Context: an optimization exercise on an open-source flow, tuned for small area, a short achievable clock period and few clock cycles per item. The choices shown serve that exercise and are no tape-out recipe.
At most, simulation tests tie the RTL to the original design; equivalence was not proved.

Setup of north:
==> flow/design.v (excerpt) <==
module aes128_iter_encrypt #(
  parameter int Nb = 128,
  parameter int UNROLL = 1
) (
  input  logic          clk,
  input  logic          reset,
  input  logic          in_valid,
  output logic          in_ready,
  input  logic [Nb-1:0] plain_text,
  input  logic [Nb-1:0] round_key,
  output logic          out_valid,
  input  logic          out_ready,
  output logic [Nb-1:0] cipher_text,
  output logic          busy
);
For scale: about 5200 cells after synthesis, about 750 flip-flops, ~390 I/O pins, about 0.057 mm² of cells after synthesis.
==> flow/config.mk <==
export PLATFORM = sky130hd
export DESIGN_NAME = aes128_iter_encrypt
export DESIGN_NICKNAME = aes128_iter_encrypt
export VERILOG_FILES = /design/flow/design.v
export SDC_FILE = /design/flow/constraint.sdc
export NUM_CORES = 4
export LEC_CHECK = 0
export CAP_MARGIN = 20
export CORE_MARGIN = 2
export CORE_UTILIZATION = 45
export CTS_BUF_LIST = sky130_fd_sc_hd__clkbuf_8
export PLACE_DENSITY = 0.6
export SETUP_SLACK_MARGIN = 5
export SLEW_MARGIN = 20
export SYNTH_HIERARCHICAL = 1
export SYNTH_MINIMUM_KEEP_SIZE = 0
==> flow/constraint.sdc <==
create_clock -name core_clock -period 9.0 [get_ports {clk}]
set_input_delay 1.8000 -clock core_clock [delete_from_list [all_inputs] [get_ports {clk}]]
set_output_delay 1.8000 -clock core_clock [all_outputs]
set_load 0.01 [all_outputs]
standard.sh (not shown) runs the stock make flow with config.mk's settings and CLKGATE_MAP_FILE= SYNTH_SCRIPT=/design/flow/synth_recipe.tcl, a recipe that flattens the netlist after the stock synthesis.
==> flow/flow/run.sh <==
#!/bin/bash
# The standard layout (standard.sh, which passes its arguments to ORFS's make), with
# these ORFS settings added or overridden on make's command line:
#   BUFFER_PORTS_ARGS=-buffer_cell sky130_fd_sc_hd__buf_1
#   SETUP_SLACK_MARGIN=5.3
# make's output goes to make.log; each ORFS step writes its own log under orfs/logs.
set -euo pipefail
bash standard.sh BUFFER_PORTS_ARGS=-buffer_cell\ sky130_fd_sc_hd__buf_1 SETUP_SLACK_MARGIN=5.3 finish > make.log 2>&1
For south, these inputs were changed with respect to north:
diff --git a/flow/flow/run.sh b/flow/flow/run.sh
--- a/flow/flow/run.sh
+++ b/flow/flow/run.sh
@@ -5 +5 @@
-#   SETUP_SLACK_MARGIN=5.3
+#   SETUP_SLACK_MARGIN=5.6
@@ -8 +8 @@
-bash standard.sh BUFFER_PORTS_ARGS=-buffer_cell\ sky130_fd_sc_hd__buf_1 SETUP_SLACK_MARGIN=5.3 finish > make.log 2>&1
+bash standard.sh BUFFER_PORTS_ARGS=-buffer_cell\ sky130_fd_sc_hd__buf_1 SETUP_SLACK_MARGIN=5.6 finish > make.log 2>&1
Results
south completed every stage of the flow, and the final layout passed the timing, DRC and antenna checks.
Of the two values seen for critical path endpoint, s2_k[95] was produced by south and s2_k[26] by north.
Final routed wirelength across all metal layers in south is 12% higher than in north
Compared with north, in south number of global-route vias before repair went up 2007; setup slack went up 34 ps.
Number of buffers created by CTS in south is 4 higher than in north
north vs south, highest layer used for signal routing: met5 vs met4
Cell area | south vs north | south larger
No run of this note included a check of the RTL's function; only the layout flow was run.

========
aes128_iter_encrypt, a different RTL version from the one above (not shown whole).
Size in the first run: about 750 flip-flops, ~390 I/O pins, ~0.056 sq mm of cells after synthesis.
Settings: LEC_CHECK=0, CAP_MARGIN=20, CORE_MARGIN=2, CORE_UTILIZATION=45, CTS_BUF_LIST=sky130_fd_sc_hd__clkbuf_8, PLACE_DENSITY=0.6, SETUP_SLACK_MARGIN=5, SLEW_MARGIN=20, SYNTH_HIERARCHICAL=1, SYNTH_MINIMUM_KEEP_SIZE=0; clock period 9.0 ns.
==> flow/flow/run.sh <==
#!/bin/bash
# The standard layout (standard.sh, which passes its arguments to ORFS's make), with
# these ORFS settings added or overridden on make's command line:
#   BUFFER_PORTS_ARGS=-buffer_cell sky130_fd_sc_hd__buf_1
#   SETUP_SLACK_MARGIN=5.1
# make's output goes to make.log; each ORFS step writes its own log under orfs/logs.
set -euo pipefail
bash standard.sh BUFFER_PORTS_ARGS=-buffer_cell\ sky130_fd_sc_hd__buf_1 SETUP_SLACK_MARGIN=5.1 finish > make.log 2>&1
The starting point passed the timing, DRC and antenna checks.
Testbench counts at the start, summed over its fixed seeds: cycles 8,040, items 800.
Next try:
- CORE_UTILIZATION: 45 -> 35
- PLACE_DENSITY: 0.6 -> 0.45
What happened:
- The new run ran to the end with no violations
- core utilization went down by 11 points
- worst hold slack is worse by 0.0046 ns
- final area came out higher by a few percent
- worst setup slack got worse by 0.084 ns
Next try:
- CORE_UTILIZATION: 35 -> 55
- PLACE_DENSITY: 0.45 -> 0.75
Non-clock buffer count shrinks by 49. Critical path depth stays the same. Global-route usage grows by 7.3 points. Clock skew shrinks by 0.014 ns. Clock-buffer cell count shrinks by 7. Final cell count shrinks by 11%. Final area shrinks by 3.8%. Sequential share of layout area grows by 1.3 points.
Next try:
- ABC_AREA: not set -> 1
- CORE_UTILIZATION: 55 -> 40
- PLACE_DENSITY: 0.75 -> 0.5
=> The new run finished clean. Final cell count came out higher to 3.2 times its value.

==> re-timing with driven ports <==
How much do the figures lean on ideal ports? The routed layouts below were timed once more, with nothing changed but the port constraints. Step 1 (the two cells are an assumption about what drives the block):
set clk [get_ports {clk}]
set_driving_cell -lib_cell sky130_fd_sc_hd__clkbuf_16 $clk
set_driving_cell -lib_cell sky130_fd_sc_hd__buf_2 [delete_from_list [all_inputs] $clk]
Step 2 moves the port delays by t, midway between the first and last clock arrival at a register: inputs arrive t later, outputs are due t later. That takes back most of the time a late clock gives input paths. a / b / c = ideal ports / drivers / drivers and shift; a / b = the first two.
| run | t (ns) | setup WS [ns] | worst setup path after step 2 | worst slew at a driven data input, ns |
|---|---|---|---|---|
| north | 0.950 | 5.362 / 5.362 / 4.678 | input to register | 0.05 |
| south | 0.948 | 5.396 / 5.396 / 4.716 | input to register | 0.07 |
| the first run of note 2 | 0.945 | 5.161 / 5.161 / 4.325 | input to register | 0.09 |
| the second run of note 2 | 0.968 | 5.077 / 5.077 / 4.758 | input to register | 0.06 |
| the third run of note 2 | 0.897 | 5.080 / 5.080 / 4.752 | input to register | 0.05 |
| the fourth run of note 2 | 1.026 | 5.402 / 5.402 / 4.547 | input to register | 0.16 |
After both steps every run listed still meets setup and hold. For the fourth run of note 2, which loses most, drivers alone change the setup slack by 0.000 ns; drivers and shift together by -0.855 ns.
